Background: an optimization exercise with open tools, aiming at small area, a short achievable clock period and few clock cycles per item. Do not read the settings as production practice. Only simulation tests tie the RTL to the original design; equivalence was not proved. Power is estimated from default activity; no workload was simulated.

==> flow/design.v <==
`timescale 1ns / 1ps
package gmr_pkg;
  localparam int unsigned MAX_REGIONS_DEF = 16;
  localparam int unsigned KIND_W   = 2;
  localparam int unsigned ADDR_W   = 64;
  localparam int unsigned STATUS_W = 3;
  localparam int unsigned RIDX_W   = 4;
  localparam int unsigned PSL_W    = 5;
  localparam int unsigned ENTRY_W = 2 * ADDR_W + 1;
  localparam int unsigned CFG_IDX_W  = 2;
  localparam int unsigned CFG_DATA_W = 32;
  localparam logic [CFG_IDX_W-1:0] CFG_PAGE_SIZE_LOG2 = 2'd0;
  localparam logic [CFG_IDX_W-1:0] CFG_ADDS_ALLOWED   = 2'd1;
  localparam logic [PSL_W-1:0]     PSL_RESET          = 5'd12;
  localparam logic [KIND_W-1:0] KIND_ADD   = 2'd0;
  localparam logic [KIND_W-1:0] KIND_MAP   = 2'd1;
  localparam logic [KIND_W-1:0] KIND_CLEAR = 2'd2;
  localparam logic [STATUS_W-1:0] ST_OK       = 3'd0;
  localparam logic [STATUS_W-1:0] ST_INVALID  = 3'd1;
  localparam logic [STATUS_W-1:0] ST_BUSY     = 3'd2;
  localparam logic [STATUS_W-1:0] ST_OVERFLOW = 3'd3;
  localparam logic [STATUS_W-1:0] ST_FULL     = 3'd4;
  localparam logic [STATUS_W-1:0] ST_UNMAPPED = 3'd5;
  typedef struct packed {
    logic [STATUS_W-1:0] status;
    logic [RIDX_W-1:0]   region_index;
    logic [ADDR_W-1:0]   offset;
    logic [ADDR_W-1:0]   granted_length;
    logic                full_span;
  } res_t;
endpackage
`timescale 1ns / 1ps
module gmr_ram #(
  parameter int unsigned Width = 8,
  parameter int unsigned Depth = 16
) (
  input  logic                                    clk_i,
  input  logic                                    we_i,
  input  logic [$clog2(Depth > 1 ? Depth : 2)-1:0] waddr_i,
  input  logic [Width-1:0]                        wdata_i,
  input  logic [$clog2(Depth > 1 ? Depth : 2)-1:0] raddr_i,
  output logic [Width-1:0]                        rdata_o
);
  logic [Width-1:0] mem_q [Depth];
  logic [Width-1:0] rdata_q;
  always_ff @(posedge clk_i) begin
    if (we_i) begin
      mem_q[waddr_i] <= wdata_i;
    end
    rdata_q <= mem_q[raddr_i];
  end
  assign rdata_o = rdata_q;
endmodule
`timescale 1ns / 1ps
module guest_memory_region_map_unit #(
  parameter int unsigned MaxRegions = gmr_pkg::MAX_REGIONS_DEF
) (
  input  logic                             clk_i,
  input  logic                             rst_ni,
  input  logic                             in_valid_i,
  output logic                             in_stall_o,
  input  logic [gmr_pkg::KIND_W-1:0]       kind_i,
  input  logic [gmr_pkg::ADDR_W-1:0]       address_i,
  input  logic [gmr_pkg::ADDR_W-1:0]       length_i,
  input  logic                             write_access_i,
  input  logic                             read_only_i,
  output logic                             out_valid_o,
  input  logic                             out_stall_i,
  output logic [gmr_pkg::STATUS_W-1:0]     status_o,
  output logic [gmr_pkg::RIDX_W-1:0]       region_index_o,
  output logic [gmr_pkg::ADDR_W-1:0]       offset_o,
  output logic [gmr_pkg::ADDR_W-1:0]       granted_length_o,
  output logic                             full_span_o,
  input  logic                             cfg_valid_i,
  output logic                             cfg_ready_o,
  input  logic [gmr_pkg::CFG_IDX_W-1:0]    cfg_index_i,
  input  logic [gmr_pkg::CFG_DATA_W-1:0]   cfg_data_i
);
  localparam int unsigned AW   = gmr_pkg::ADDR_W;
  localparam int unsigned IdxW = $clog2(MaxRegions > 1 ? MaxRegions : 2);
  localparam int unsigned CntW = $clog2(MaxRegions + 1);
  logic [gmr_pkg::PSL_W-1:0] psl_q;
  logic                      adds_q;
  logic en;
  logic                       r1_v;
  logic [gmr_pkg::KIND_W-1:0] r1_kind;
  logic [AW-1:0]              r1_addr, r1_len, r1_end;
  logic [AW:0]                r1_key;
  logic                       r1_map, r1_wr, r1_ro, r1_lz, r1_wrap, r1_mis;
  logic                       r1_c0, r1_c1;
  logic                         r2_v, r2_map;
  logic [MaxRegions-1:0]        r2_hit;
  logic [AW-1:0]                r2_addr, r2_len, r2_end;
  logic                         r2_wr;
  logic [gmr_pkg::KIND_W-1:0]   r2_kind;
  logic                         r2_any, r2_carry, r2_lz, r2_wrap, r2_mis, r2_adds, r2_full;
  logic [gmr_pkg::RIDX_W-1:0]   r2_slot;
  logic                         r3_v, r3_map, r3_any;
  logic [AW-1:0]                r3_base, r3_endh;
  logic                         r3_roh;
  logic [AW-1:0]                r3_addr, r3_len, r3_end;
  logic                         r3_wr;
  logic [gmr_pkg::STATUS_W-1:0] r3_st;
  logic [gmr_pkg::RIDX_W-1:0]   r3_idx;
  logic [AW-1:0]         tb_base [MaxRegions];
  logic [AW-1:0]         tb_end  [MaxRegions];
  logic [MaxRegions-1:0] tb_ro;
  logic [CntW-1:0]       used_q;
  logic [AW-1:0]         tbase_q, tsum_q;
  logic                  tok_q;
  logic                  pok_q, pclr_q;
  logic          o_v;
  gmr_pkg::res_t o_res, res_new;
  function automatic logic lt_tree(input logic [AW-1:0] a, input logic [AW-1:0] b,
                                   input logic orequal);
    logic [AW-1:0] lt, gt;
    lt = ~a & b;
    gt = a & ~b;
    for (int w = 1; w < AW; w = w * 2) begin
      for (int j = 0; j + w < AW; j = j + 2 * w) begin
        lt[j] = lt[j + w] | (~gt[j + w] & lt[j]);
        gt[j] = gt[j + w] | (~lt[j + w] & gt[j]);
      end
    end
    lt_tree = lt[0] | (~gt[0] & orequal);
  endfunction
  assign en          = !(o_v && out_stall_i);
  assign in_stall_o  = !en;
  assign cfg_ready_o = 1'b1;
  always_ff @(posedge clk_i or negedge rst_ni) begin
    if (!rst_ni) begin
      psl_q  <= gmr_pkg::PSL_RESET;
      adds_q <= 1'b1;
    end else if (cfg_valid_i) begin
      if (cfg_index_i == gmr_pkg::CFG_PAGE_SIZE_LOG2) psl_q <= cfg_data_i[gmr_pkg::PSL_W-1:0];
      if (cfg_index_i == gmr_pkg::CFG_ADDS_ALLOWED)   adds_q <= cfg_data_i[0];
    end
  end
  logic                       in_v;
  logic [gmr_pkg::KIND_W-1:0] in_kind;
  logic [AW-1:0]              in_addr, in_len;
  logic                       in_wr, in_ro;
  assign in_v    = in_valid_i;
  assign in_kind = kind_i;
  assign in_addr = address_i;
  assign in_len  = length_i;
  assign in_wr   = write_access_i;
  assign in_ro   = read_only_i;
  logic [AW:0]   s1_sum, s1_inc;
  logic [AW-1:0] s1_mask;
  assign s1_sum  = {1'b0, in_addr} + {1'b0, in_len};
  assign s1_inc  = {1'b0, in_addr} + (AW+1)'(1);
  logic [AW-1:0] s1_total;
  logic [AW:0]   s1_t0;
  logic [AW+1:0] s1_t1;
  assign s1_total = tok_q ? tsum_q : tbase_q;
  assign s1_t0    = {1'b0, s1_total} + {1'b0, in_len};
  assign s1_t1    = {2'b0, s1_total} + {2'b0, r1_len} + {2'b0, in_len};
  assign s1_mask = (AW'(1) << psl_q) - AW'(1);
  always_ff @(posedge clk_i or negedge rst_ni) begin
    if (!rst_ni) r1_v <= 1'b0;
    else if (en)  r1_v <= in_v;
  end
  always_ff @(posedge clk_i) begin
    if (en) begin
      r1_kind <= in_kind;
      r1_addr <= in_addr;
      r1_len  <= in_len;
      r1_end  <= s1_sum[AW-1:0];
      r1_key  <= (in_kind == gmr_pkg::KIND_MAP) ? s1_inc : s1_sum;
      r1_map  <= (in_kind == gmr_pkg::KIND_MAP);
      r1_wr   <= in_wr;
      r1_ro   <= in_ro;
      r1_lz   <= (in_len == '0);
      r1_wrap <= s1_sum[AW];
      r1_mis  <= ((in_addr | in_len) & s1_mask) != '0;
      r1_c0   <= s1_t0[AW];
      r1_c1   <= s1_t1[AW+1] || s1_t1[AW];
    end
  end
  logic                  s2_map;
  logic [MaxRegions-1:0] s2_match;
  logic                  s2_any;
  logic [AW-1:0]         s2_total;
  logic [AW-1:0]         s2_tot, s2_tot0, s2_tot1;
  logic                  s2_carry;
  logic                  s2_add_ok;
  assign s2_map = r1_map;
  always_comb begin
    for (int i = 0; i < MaxRegions; i++) begin
      s2_match[i] = (CntW'(i) < used_q) && lt_tree(r1_addr, tb_end[i], 1'b0) &&
                    (r1_key[AW] || lt_tree(tb_base[i], r1_key[AW-1:0], 1'b0));
    end
  end
  assign s2_any   = |s2_match;
  assign s2_total = tok_q ? tsum_q : tbase_q;
  assign s2_tot0  = tbase_q + r1_len;
  assign s2_tot1  = tsum_q + r1_len;
  assign s2_tot   = tok_q ? s2_tot1 : s2_tot0;
  assign s2_carry = !pclr_q && (pok_q ? r1_c1 : r1_c0);
  assign s2_add_ok = (r1_kind == gmr_pkg::KIND_ADD) && !r1_lz && adds_q && !s2_carry &&
                     !r1_wrap && !r1_mis && !s2_any && (used_q < CntW'(MaxRegions));
  always_ff @(posedge clk_i or negedge rst_ni) begin
    if (!rst_ni) begin
      used_q  <= '0;
      tbase_q <= '0;
      tok_q   <= 1'b0;
    end else if (en && r1_v) begin
      if (r1_kind == gmr_pkg::KIND_CLEAR) begin
        used_q  <= '0;
        tbase_q <= '0;
        tok_q   <= 1'b0;
      end else if (r1_kind == gmr_pkg::KIND_ADD) begin
        if (s2_add_ok) used_q <= used_q + CntW'(1);
        tbase_q <= s2_total;
        tok_q   <= s2_add_ok;
      end
    end
  end
  always_ff @(posedge clk_i) begin
    if (en && r1_v && r1_kind == gmr_pkg::KIND_ADD) tsum_q <= s2_tot;
  end
  always_ff @(posedge clk_i or negedge rst_ni) begin
    if (!rst_ni) begin
      pok_q  <= 1'b0;
      pclr_q <= 1'b0;
    end else if (en) begin
      pok_q  <= r1_v && (r1_kind == gmr_pkg::KIND_ADD) && s2_add_ok;
      pclr_q <= r1_v && (r1_kind == gmr_pkg::KIND_CLEAR);
    end
  end
  logic s2_spec_we;
  assign s2_spec_we = en && r1_v && (r1_kind == gmr_pkg::KIND_ADD) &&
                      (used_q < CntW'(MaxRegions));
  always_ff @(posedge clk_i) begin
    for (int i = 0; i < MaxRegions; i++) begin
      if (s2_spec_we && used_q[IdxW-1:0] == IdxW'(i)) begin
        tb_base[i] <= r1_addr;
        tb_end[i]  <= r1_end;
        tb_ro[i]   <= r1_ro;
      end
    end
  end
  always_ff @(posedge clk_i or negedge rst_ni) begin
    if (!rst_ni) r2_v <= 1'b0;
    else if (en)  r2_v <= r1_v;
  end
  always_ff @(posedge clk_i) begin
    if (en) begin
      r2_map  <= s2_map && !r1_lz && !r1_wrap;
      r2_hit  <= s2_match;
      r2_addr <= r1_addr;
      r2_len  <= r1_len;
      r2_end  <= r1_end;
      r2_wr   <= r1_wr;
      r2_kind  <= r1_kind;
      r2_any   <= s2_any;
      r2_carry <= s2_carry;
      r2_lz    <= r1_lz;
      r2_wrap  <= r1_wrap;
      r2_mis   <= r1_mis;
      r2_adds  <= adds_q;
      r2_full  <= (used_q >= CntW'(MaxRegions));
      r2_slot  <= gmr_pkg::RIDX_W'(used_q);
    end
  end
  logic [gmr_pkg::STATUS_W-1:0] s3_st;
  logic [gmr_pkg::RIDX_W-1:0]   s3_idx;
  always_comb begin
    s3_st  = gmr_pkg::ST_OK;
    s3_idx = '0;
    unique case (r2_kind)
      gmr_pkg::KIND_ADD: begin
        priority if (r2_lz)                s3_st = gmr_pkg::ST_INVALID;
        else if (!r2_adds)                 s3_st = gmr_pkg::ST_BUSY;
        else if (r2_carry || r2_wrap)      s3_st = gmr_pkg::ST_OVERFLOW;
        else if (r2_mis)                   s3_st = gmr_pkg::ST_INVALID;
        else if (r2_any)                   s3_st = gmr_pkg::ST_BUSY;
        else if (r2_full)                  s3_st = gmr_pkg::ST_FULL;
        else                               s3_idx = r2_slot;
      end
      gmr_pkg::KIND_MAP: begin
        if (r2_lz || r2_wrap) s3_st = gmr_pkg::ST_INVALID;
      end
      gmr_pkg::KIND_CLEAR: begin
      end
      default: s3_st = gmr_pkg::ST_INVALID;
    endcase
  end
  logic [AW-1:0]              s3_base, s3_endh;
  logic                       s3_roh;
  logic [gmr_pkg::RIDX_W-1:0] s3_hidx;
  always_comb begin
    s3_base = '0;
    s3_endh = '0;
    s3_roh  = 1'b0;
    s3_hidx = '0;
    for (int i = 0; i < MaxRegions; i++) begin
      s3_base = s3_base | (tb_base[i] & {AW{r2_hit[i]}});
      s3_endh = s3_endh | (tb_end[i]  & {AW{r2_hit[i]}});
      s3_roh  = s3_roh  | (tb_ro[i] & r2_hit[i]);
      s3_hidx = s3_hidx | (gmr_pkg::RIDX_W'(i) & {gmr_pkg::RIDX_W{r2_hit[i]}});
    end
  end
  always_ff @(posedge clk_i or negedge rst_ni) begin
    if (!rst_ni) r3_v <= 1'b0;
    else if (en)  r3_v <= r2_v;
  end
  always_ff @(posedge clk_i) begin
    if (en) begin
      r3_map  <= r2_map;
      r3_any  <= |r2_hit;
      r3_base <= s3_base;
      r3_endh <= s3_endh;
      r3_roh  <= s3_roh;
      r3_addr <= r2_addr;
      r3_len  <= r2_len;
      r3_end  <= r2_end;
      r3_wr   <= r2_wr;
      r3_st   <= s3_st;
      r3_idx  <= r2_map ? s3_hidx : s3_idx;
    end
  end
  logic [AW-1:0] s4_off, s4_avail;
  logic          s4_full;
  assign s4_off   = r3_addr - r3_base;
  assign s4_avail = r3_endh - r3_addr;
  assign s4_full  = lt_tree(r3_end, r3_endh, 1'b1);
  always_comb begin
    res_new = '0;
    if (!r3_map) begin
      res_new.status       = r3_st;
      res_new.region_index = r3_idx;
    end else if (!r3_any) begin
      res_new.status = gmr_pkg::ST_UNMAPPED;
    end else if (r3_wr && r3_roh) begin
      res_new.status = gmr_pkg::ST_INVALID;
    end else begin
      res_new.status         = gmr_pkg::ST_OK;
      res_new.region_index   = r3_idx;
      res_new.offset         = s4_off;
      res_new.granted_length = s4_full ? r3_len : s4_avail;
      res_new.full_span      = s4_full;
    end
  end
  always_ff @(posedge clk_i or negedge rst_ni) begin
    if (!rst_ni)  o_v <= 1'b0;
    else if (en)  o_v <= r3_v;
  end
  always_ff @(posedge clk_i) begin
    if (en) o_res <= res_new;
  end
  assign out_valid_o      = o_v;
  assign status_o         = o_res.status;
  assign region_index_o   = o_res.region_index;
  assign offset_o         = o_res.offset;
  assign granted_length_o = o_res.granted_length;
  assign full_span_o      = o_res.full_span;
endmodule
==> flow/run.sh <==
#!/bin/bash
# synth_recipe.tcl (not shown) runs the flow's synth.tcl, then flattens the netlist and writes it again
# the make line also repeats each setting of config.mk as NAME=value (left out here)
make -C /OpenROAD-flow-scripts/flow DESIGN_CONFIG=/design/flow/config.mk WORK_HOME=/design/flow/orfs CLKGATE_MAP_FILE= SYNTH_SCRIPT=/design/flow/synth_recipe.tcl finish
==> flow/config.mk <==
export PLATFORM = sky130hd
export DESIGN_NAME = guest_memory_region_map_unit
export DESIGN_NICKNAME = guest_memory_region_map_unit
export VERILOG_FILES = /design/flow/design.v
export SDC_FILE = /design/flow/constraint.sdc
export NUM_CORES = 4
export LEC_CHECK = 0
export CAP_MARGIN = 20
export CORE_MARGIN = 2
export CORE_UTILIZATION = 40
export PLACE_DENSITY = 0.45
export SETUP_SLACK_MARGIN = 4.0
export SLEW_MARGIN = 20
==> flow/constraint.sdc <==
create_clock -name core_clock -period 8.5 [get_ports {clk_i}]
set_input_delay 1.7000 -clock core_clock [delete_from_list [all_inputs] [get_ports {clk_i}]]
set_output_delay 1.7000 -clock core_clock [all_outputs]
set_load 0.01 [all_outputs]
==> impl_results.md, run 1 <==
* Run status: complete, no violations
* Count of maximum capacitance violations at 0
* Footprint of the multi-input gates at 77540 um^2
* Average size of a mapped cell at 11.11 um^2
* Final clock period utilization by the worst path at 0.5867
* GRT overflow at 0
* Placed cell count at 21231
* Required time worst endpoint at 9.22 ns
* Total Wirelength at 837800 um
* Sequential cell area at 94700 um^2
* Root Buffer Master: sky130_fd_sc_hd__clkbuf_16
* Clk slew on worst S/H paths at 0.06 ns
* Remaining DRCs at 0
* Sum of negative setup slack at 0 ns
* Share of the synthesized netlist area taken by xor and xnor gates at 0.01470
* Placer's final routability congestion estimate at 0.9883
* Fraction of registers with async set/reset at 0.02589
* Total of flip-flops plus latches after synthesis at 3167
* Setup violation total in the final timing report at 0
* Total routing usage reported by global routing at 0.3608
* Multiplexer fraction of the synthesized cell area at 0.005026
* Adder and majority gate portion of the synthesized area at 0.09194
* Routed length per instance at 37.19 um
* Hold path startpoint: r2_end[32]$_DFFE_PN_
* Post-synthesis cell count at 15709
* Layout cell share with drive strength beyond 1 at 0.1472
* Layout Cells excl Fill at 22530
* Maximum number of pins on one net before global-route repair at 171
* Post-synth EDFFs at 3085
* # rows at 242
* Routing usage on met3 at 0.1170
* First DRT Iteration DRCs at 23828
* Clock sink total at 3167
* Yosys warning total at 3
* NumNets Final at 17130
* Mapped Area at 174500 um^2
* Detailed-routing iteration count for the pre-antenna-repair pass at 10
* Hold WC Path Type: reg2reg
* Final Power at 61.60 mW
* Global route hottest layer: met1
* Area overhead of the layout relative to synthesis at 19.43%
* Half-perimeter wire length after detailed placement at 563700 um
* F_max at 0.2005 GHz
* Worst Hold Depth at 0
* Clock latency on the worst-skew pair at 1.01 ns
* Die Y at 664.5 um
* Vias/cell at 6.576
* Die width at 664.5 um
* GR Util met1 at 0.5200
* Critical-path maximum fanout at 6
* Wire length of the first global-routing pass at 1116000 um
* Fraction of the core area covered by cells at the end of the flow at 0.4797
* CTS tree: done
* Total clock buffers created by CTS at 377
* Starting density of the core at 0.4017
* Final clock skew at 0.04860 ns
* Hold Violations, Final at 0
* CTS Hold Bufs at 0
* Critical Path Source Type: flop
* Power density relative to cell area at 295.5 nW/um^2
* Number of buffers inserted by port buffering at 281
* CP Data Arrival Time at 5.71 ns
* Worst reg2reg path depth at 20
* Placeable Area at 434500 um^2
* Leakage Power at 74.30 nW
* # H-tree levels at 5
* Simple-gate area share of the yosys netlist at 0.08681
* Compound-gate portion of the synthesized area at 0.2167
* Post-synth cell types at 99
* Met2 layer usage reported by global route at 0.4990
* Most used flip-flop cell after synthesis: sky130_fd_sc_hd__edfxtp_1
* Fill cell instance count of the final layout at 38921
* Shortest period the worst path allows at 4.987 ns
* Antenna violations before repair at 115
* Num ports at 310
* Maximum buffer depth of the clock tree at 4
* Syn Nets at 16397
* Final slew viol count at 0
* Critical path startpoint: tok_q$_DFFE_PN0P_
* Kind of critical path: reg2reg
* RSZ-0062 raised after global routing: yes
* Via count of the first global-routing pass at 136709
* Max rail drop VDD at 0.1741 mV
* Total via count after detailed routing at 148166
* Combinational family with the most area after synthesis: compound AO/OA/AOI/OAI gates
* Die Footprint at 441600 um^2
* Type of destination of the critical path: flop
* Worst Max-Slew Pin Slew at 1.247 ns
* Normalized max-slew margin at 0.1624
* Reg2Reg Launch Point: tok_q$_DFFE_PN0P_
* Register area share after synthesis at 0.5426
* Remaining antenna violation count after routing at 0
==> kinds of logic (layout without fill, tap and decap cells) <==
logic type	Yosys count	after routing
other	1	51
muxes	79	79
DFF	3167	3167
xor gates and xnor gates	293	293
and+or+nand+nor	3124	3128
buffers and inverters	1946	2979
adders and majority gates	1423	1423
AOI/OAI and AO/OA	5676	5676
==> Yosys cell counts, drive strengths merged, types with 256 or more instances <==
cell type	number	area share
maj3	906	0.052
o21ai	1306	0.037
a221oi	575	0.029
nor2b	286	0.010
nand2	916	0.020
nor2	779	0.017
nand2b	349	0.013
a22o	564	0.028
a21o	307	0.013
a21oi	1293	0.037
inv	1074	0.023
ha	450	0.032
edfxtp	3085	0.53
clkbuf	732	0.016
o22ai	256	0.0092
==> path summary, 6_finish.rpt <==
path	slack, ns	to
max in group asynchronous	6.45	psl_q[4]$_DFFE_PN0P_
max	3.51	tsum_q[56]$_DFFE_PP_
min reg2reg	0.39	r3_end[32]$_DFFE_PN_
min in group asynchronous	0.72	tbase_q[56]$_DFFE_PN0P_
min	0.39	r3_end[32]$_DFFE_PN_
max reg2reg	3.51	tsum_q[56]$_DFFE_PP_
==> registers in the layout, summed over array words and instances (netlist names), 64 cells and up <==
signal   flops
tb_base   1024
tb_end    1024
o_res      136
r1_key      65
r1_addr     64
r1_end      64
r1_len      64
r2_addr     64
r2_end      64
r2_len      64
r3_addr     64
r3_base     64
r3_end      64
r3_endh     64
r3_len      64
tbase_q     64
tsum_q      64
==> stage by stage <==
stage	hold slack, ns	cell area [um^2]	worst slack, ns
after floorplan	0.4003	174600	-3.626
after global placement	0.4003	184600	1.293
after detailed placement	0.4045	184700	1.313
after CTS	0.4074	204600	3.587
after global routing	0.4158	208300	3.473
final	0.3937	208400	3.513
==> report_power, final <==
group | total (mW) | switching (mW) | internal, mW
Sequential | 21.9 | 1.85 | 20.0
Combinational | 23.1 | 15.5 | 7.60
Clock | 16.6 | 7.07 | 9.57
==> cells in the final DEF, fill, tap and decap left out, types with 134 or more instances in the layout <==
cell type                         instances
sky130_fd_sc_hd__a22oi_1                159
sky130_fd_sc_hd__a21o_1                 304
sky130_fd_sc_hd__clkdlybuf4s50_1        201
sky130_fd_sc_hd__ha_1                   375
sky130_fd_sc_hd__nand2_1                879
sky130_fd_sc_hd__edfxtp_1              3085
sky130_fd_sc_hd__inv_1                  988
sky130_fd_sc_hd__o21ai_0               1139
sky130_fd_sc_hd__a31oi_1                134
sky130_fd_sc_hd__nand2b_1               346
sky130_fd_sc_hd__buf_4                  609
sky130_fd_sc_hd__a21oi_1               1225
sky130_fd_sc_hd__clkbuf_16              399
sky130_fd_sc_hd__a221oi_1               561
sky130_fd_sc_hd__o22ai_1                254
sky130_fd_sc_hd__xnor2_1                207
sky130_fd_sc_hd__nor2_1                 732
sky130_fd_sc_hd__maj3_1                 860
sky130_fd_sc_hd__nand4_1                203
sky130_fd_sc_hd__a22o_1                 563
sky130_fd_sc_hd__nor2b_1                277
sky130_fd_sc_hd__o21a_1                 149
==> critical path, stage by stage (launching register included) <==
cell and delay, ns:
sky130_fd_sc_hd__dfrtp_4 0.50, sky130_fd_sc_hd__buf_12 0.14, sky130_fd_sc_hd__buf_16 0.14, sky130_fd_sc_hd__mux2i_1 0.21, sky130_fd_sc_hd__inv_1 0.15, sky130_fd_sc_hd__ha_4 0.33
sky130_fd_sc_hd__nand3_1 0.16, sky130_fd_sc_hd__or3_4 0.40, sky130_fd_sc_hd__nor2_4 0.11, sky130_fd_sc_hd__o21ai_4 0.11, sky130_fd_sc_hd__a2111oi_4 0.40, sky130_fd_sc_hd__o32a_1 0.25
sky130_fd_sc_hd__a221o_1 0.26, sky130_fd_sc_hd__buf_4 0.15, sky130_fd_sc_hd__a31o_4 0.16, sky130_fd_sc_hd__a41oi_4 0.13, sky130_fd_sc_hd__nand2_2 0.15, sky130_fd_sc_hd__nand4_1 0.22
sky130_fd_sc_hd__a211o_1 0.40, sky130_fd_sc_hd__nor2b_4 0.16, sky130_fd_sc_hd__xnor2_2 0.13
==> timing repair <==
item | CTS | global route
pin swaps | 163 | 204
resized for setup | 1076 | 647
setup endpoints to repair | 374 | 173
endpoints found under the hold margin | 0 | 0
setup buffers | 351 | 151
gates cloned | 46 | 18
==> cell type report <==
class / instances / area share
flip-flops and latches: 3167 / 0.4544
multi-input cells: 10600 / 0.3720
repair buffers: 1163 / 0.05769
clock buffers: 463 / 0.04813
well taps: 5734 / 0.03442
inverters: 1106 / 0.02144
clock inverters: 220 / 0.01055
repair inverters: 27 / 0.0007984
diodes: 50 / 0.0006003
==> routing by layer <==
| metal | routed length (um) | part of all wire |
|---|---|---|
| met1 | 351900 | 0.42 |
| met2 | 335200 | 0.40 |
| met3 | 110800 | 0.13 |
| met4 | 38920 | 0.046 |
| met5 | 994 | 0.0012 |
Testbench counts, summed over its fixed seeds: cycles 3,840, items 3,808.
==> inputs of run 2 (changes only) <==
--- a/flow/config.mk
+++ b/flow/config.mk
@@ -12,2 +12,3 @@
 export SETUP_SLACK_MARGIN = 4.0
 export SLEW_MARGIN = 20
+export TNS_END_PERCENT = 20
==> impl_results.md, run 2 <==
* Run status: complete, no violations
* Hold Violations, Final at 0
* First DRT Iteration DRCs at 24740
* Sum of buffers and inverters on the critical path at 3
* Most numerous cell on the critical path: sky130_fd_sc_hd__nor2b_4
* Antenna violations before repair at 103
* Detailed-routing iteration count for the pre-antenna-repair pass at 7
* Max rail drop VDD at 0.1856 mV
* CTS tree: done
* Setup violation total in the final timing report at 0
* Worst path depth at 20
* Most used flip-flop cell after synthesis: sky130_fd_sc_hd__edfxtp_1
* Die Y at 664.5 um
* Worst Max-Slew Pin Slew at 1.272 ns
* Required time worst endpoint at 9.22 ns
* Maximum number of pins on one net before global-route repair at 154
* Wire length of the first global-routing pass at 1122000 um
* Fraction of the core area covered by cells at the end of the flow at 0.4779
* NumNets Final at 17096
* Root Buffer Master: sky130_fd_sc_hd__clkbuf_16
* Critical-path maximum fanout at 6
* Most common cell after layout, fill and taps aside: sky130_fd_sc_hd__edfxtp_1
* Average size of a mapped cell at 11.11 um^2
* Starting density of the core at 0.4017
* Endpoint of the most critical register-to-register path: tsum_q[56]$_DFFE_PP_
* RSZ-0062 raised after global routing: yes
* Post-synthesis cell count at 15709
* Design area at 207700 um^2
* Final clock skew at 0.07456 ns
* Min Hold Slack at 0.3872 ns
* Clk slew on worst S/H paths at 0.07 ns
* Clock sink total at 3167
* Remaining antenna violation count after routing at 0
* Num ports at 310
* Final clock period utilization by the worst path at 0.6011
* Die width at 664.5 um
* Total Wirelength at 838600 um
* Routed length per instance at 37.31 um
* Count of maximum capacitance violations at 0
* Fraction of registers with async set/reset at 0.02589
* Count leader, synth: sky130_fd_sc_hd__edfxtp_1
* Hold WC Path Type: reg2reg
* Type of destination of the critical path: flop
* Post-synth EDFFs at 3085
* Area overhead of the layout relative to synthesis at 18.99%
* Final slew viol count at 0
* CP peak stage delay at 0.61 ns
* Number of buffers inserted by port buffering at 281
* Placeable Area at 434500 um^2
* GRT overflow at 0
* Layout cell share with drive strength beyond 1 at 0.1407
* Final Power at 61.63 mW
* Half-perimeter wire length after detailed placement at 566700 um
* F_max at 0.1957 GHz
* Most area-hungry cell type in the Yosys netlist: sky130_fd_sc_hd__edfxtp_1
* Cells traversed along the worst timing path: buf_12 > buf_8 > mux2_4 > ha_4 > nor2b_4 > o21a_1 > o21ai_2 > a211oi_4 > o21ai_4 > a2111oi_4 > o32a_1 > a221o_1 > buf_4 > a31o_4 > a41oi_4 > nand2_2 > nand4_1 > a211o_1 > nor2b_4 > xnor2_1
* Shortest period the worst path allows at 5.109 ns
* Die Footprint at 441600 um^2
* Top library cells by usage in the layout, fill and taps aside: sky130_fd_sc_hd__edfxtp_1, sky130_fd_sc_hd__a21oi_1, sky130_fd_sc_hd__o21ai_0
* Reg2Reg Launch Point: tok_q$_DFFE_PN0P_
* Kind of critical path: reg2reg
* Worst reg2reg path depth at 20
* Cell family contributing the most delay on the critical path: compound AO/OA/AOI/OAI gates
* Total routing usage reported by global routing at 0.3623
* Total via count after detailed routing at 148150
* Total clock buffers created by CTS at 380
* # rows at 242
* Largest cells by area after synthesis: sky130_fd_sc_hd__edfxtp_1, sky130_fd_sc_hd__maj3_1, sky130_fd_sc_hd__a21oi_1
* Syn Nets at 16397
* Maximum buffer depth of the clock tree at 4
* Register area share after synthesis at 0.5426
* Largest registers: tb_base x1024, tb_end x1024, o_res x136
* Remaining DRCs at 0
* Standard cell with the maximum stage delay on the critical path: sky130_fd_sc_hd__dfrtp_4
* Yosys warning total at 3
* Clock latency on the worst-skew pair at 1.02 ns
* Placer's final routability congestion estimate at 0.9943
* Critical Path Source Type: flop
* Vias/cell at 6.590
* Power density relative to cell area at 296.8 nW/um^2
* Via count of the first global-routing pass at 137525
* Normalized max-slew margin at 0.1456
* Mapped Area at 174500 um^2
* Critical path startpoint: tok_q$_DFFE_PN0P_
* Placement Cell Area at 184800 um^2
* Leakage Power at 73.93 nW
* Sum of negative setup slack at 0 ns
* Capturing instance or port of the critical path: tsum_q[56]$_DFFE_PP_
* Total of flip-flops plus latches after synthesis at 3167
* # H-tree levels at 5
* Post-synth cell types at 99
* Reg2reg setup slack at 3.39 ns
* CP Data Arrival Time at 5.83 ns
* Area share of the largest cell type after synthesis at 0.5308
* Commonest cells in the netlist: sky130_fd_sc_hd__edfxtp_1, sky130_fd_sc_hd__a21oi_1, sky130_fd_sc_hd__o21ai_0
run 2: cell count changes in the layout (fill, tap and decap cells not counted), sizes merged, moves of 6 or more:
cell	delta
buf	-48
bufinv	+12
clkbuf	-7
clkdlybuf4s15	+9
clkinvlp	+30
diode	-18
dlymetal6s2s	+6
inv	-24
run 2: cell families (layout without fill, tap and decap cells):
kind of cell | after synthesis | after routing | share of synthesized area
compound gates | 5676 | 5676 | 0.2167
flops | 3167 | 3167 | 0.5426
simple gates | 3124 | 3125 | 0.08681
buf+inv | 1946 | 2950 | 0.04220
fa+ha+maj | 1423 | 1423 | 0.09194
xor+xnor | 293 | 293 | 0.01470
mux | 79 | 79 | 0.005026
other cells | 1 | 33 | 0.00002149
run 2: per-layer routing:
layer  up-vias  GRT usage  wire [um]
met1     74448     0.5261     351000
li1      62079          -          -
met2      9960     0.4998     332900
met4        52     0.1459      41460
met5         -          0        568
met3      1611     0.1092     112700
run 2: how the worst min path moves through the flow:
stage	startpoint	end	depth (start not counted)
CTS	r2_end[20]$_DFFE_PN_	r3_end[20]$_DFFE_PN_	0
global route	r2_addr[25]$_DFFE_PN_	r3_addr[25]$_DFFE_PN_	0
global placement	r2_end[45]$_DFFE_PN_	r3_end[45]$_DFFE_PN_	0
finish	r2_end[20]$_DFFE_PN_	r3_end[20]$_DFFE_PN_	0
detailed placement	r2_addr[27]$_DFFE_PN_	r3_addr[27]$_DFFE_PN_	0
floorplan	r1_wr$_DFFE_PN_	r2_wr$_DFFE_PN_	0
run 2: final cells by class:
class / count / area (um^2)
antenna: 32 / 80.08
clock buffer: 464 / 10100
clock inverter: 224 / 2580
fill: 38939 / 226800
inverter: 1106 / 4512
multi-input combinational: 10597 / 77050
sequential: 3167 / 94700
tap: 5734 / 7174
timing repair buffer: 1119 / 11250
timing repair inverter: 37 / 225.2
run 2: report_power, final:
group          switching (mW)  internal (mW)  leakage (nW)  total [mW]
Combinational            15.4           7.31          38.0        22.7
Sequential               1.80           20.0          29.8        21.8
Clock                    7.12           10.0          6.15        17.1
run 2: timing repair:
item	in CTS	in global routing
hold buffers	0	0
pin swaps	154	184
gates resized for setup	971	503
setup buffers	282	159
endpoints found under the hold margin	0	0
endpoints found under the setup margin	256	214
cloned	53	15
run 2: per-stage QoR:
step | setup slack, ns | instances
floorplan | -3.626 | 15709
global placement | 1.285 | 21248
detailed placement | 1.344 | 21250
CTS | 3.355 | 22273
global route | 3.365 | 22452
finish | 3.391 | 22480
run 2: worst register-to-register path, cell delays in order, from the launching register on:
cell	delay, ns
sky130_fd_sc_hd__dfrtp_4	0.61
sky130_fd_sc_hd__buf_12	0.24
sky130_fd_sc_hd__buf_8	0.12
sky130_fd_sc_hd__mux2_4	0.32
sky130_fd_sc_hd__ha_4	0.27
sky130_fd_sc_hd__nor2b_4	0.12
sky130_fd_sc_hd__o21a_1	0.16
sky130_fd_sc_hd__o21ai_2	0.09
sky130_fd_sc_hd__a211oi_4	0.37
sky130_fd_sc_hd__o21ai_4	0.17
sky130_fd_sc_hd__a2111oi_4	0.37
sky130_fd_sc_hd__o32a_1	0.27
sky130_fd_sc_hd__a221o_1	0.27
sky130_fd_sc_hd__buf_4	0.15
sky130_fd_sc_hd__a31o_4	0.18
sky130_fd_sc_hd__a41oi_4	0.14
sky130_fd_sc_hd__nand2_2	0.14
sky130_fd_sc_hd__nand4_1	0.21
sky130_fd_sc_hd__a211o_1	0.39
sky130_fd_sc_hd__nor2b_4	0.15
sky130_fd_sc_hd__xnor2_1	0.12

-- port drivers added, routing unchanged --
The flow's constraints put no driver on any port. The routed layouts listed below were extracted and timed again, unchanged, in two steps. Step 1 sets driving cells, clkbuf_16 on the clock port and buf_2 on the other inputs (assumed; they add their load-dependent delay and slew). Step 2 times the ports against the registers' clock, not the clock port: input delays grow and output delays shrink by t, the midpoint of the rising clock arrivals with the driver on. Three values: no drivers, after step 1, after step 2; two values: the first two.
run | t (ns) | setup WS [ns] | hold WS [ns] | clock arrival spread, ns
run 1 | 1.106 | 3.513 / 3.513 / 2.925 | 0.394 / 0.394 / 0.394 | 0.052 / 0.051
run 2 | 1.103 | 3.391 / 3.391 / 2.848 | 0.387 / 0.387 / 0.387 | 0.075 / 0.075
After both steps setup and hold are still met in every run listed. For run 1, which loses most, drivers alone change the setup slack by 0.000 ns; drivers and shift together by -0.588 ns.
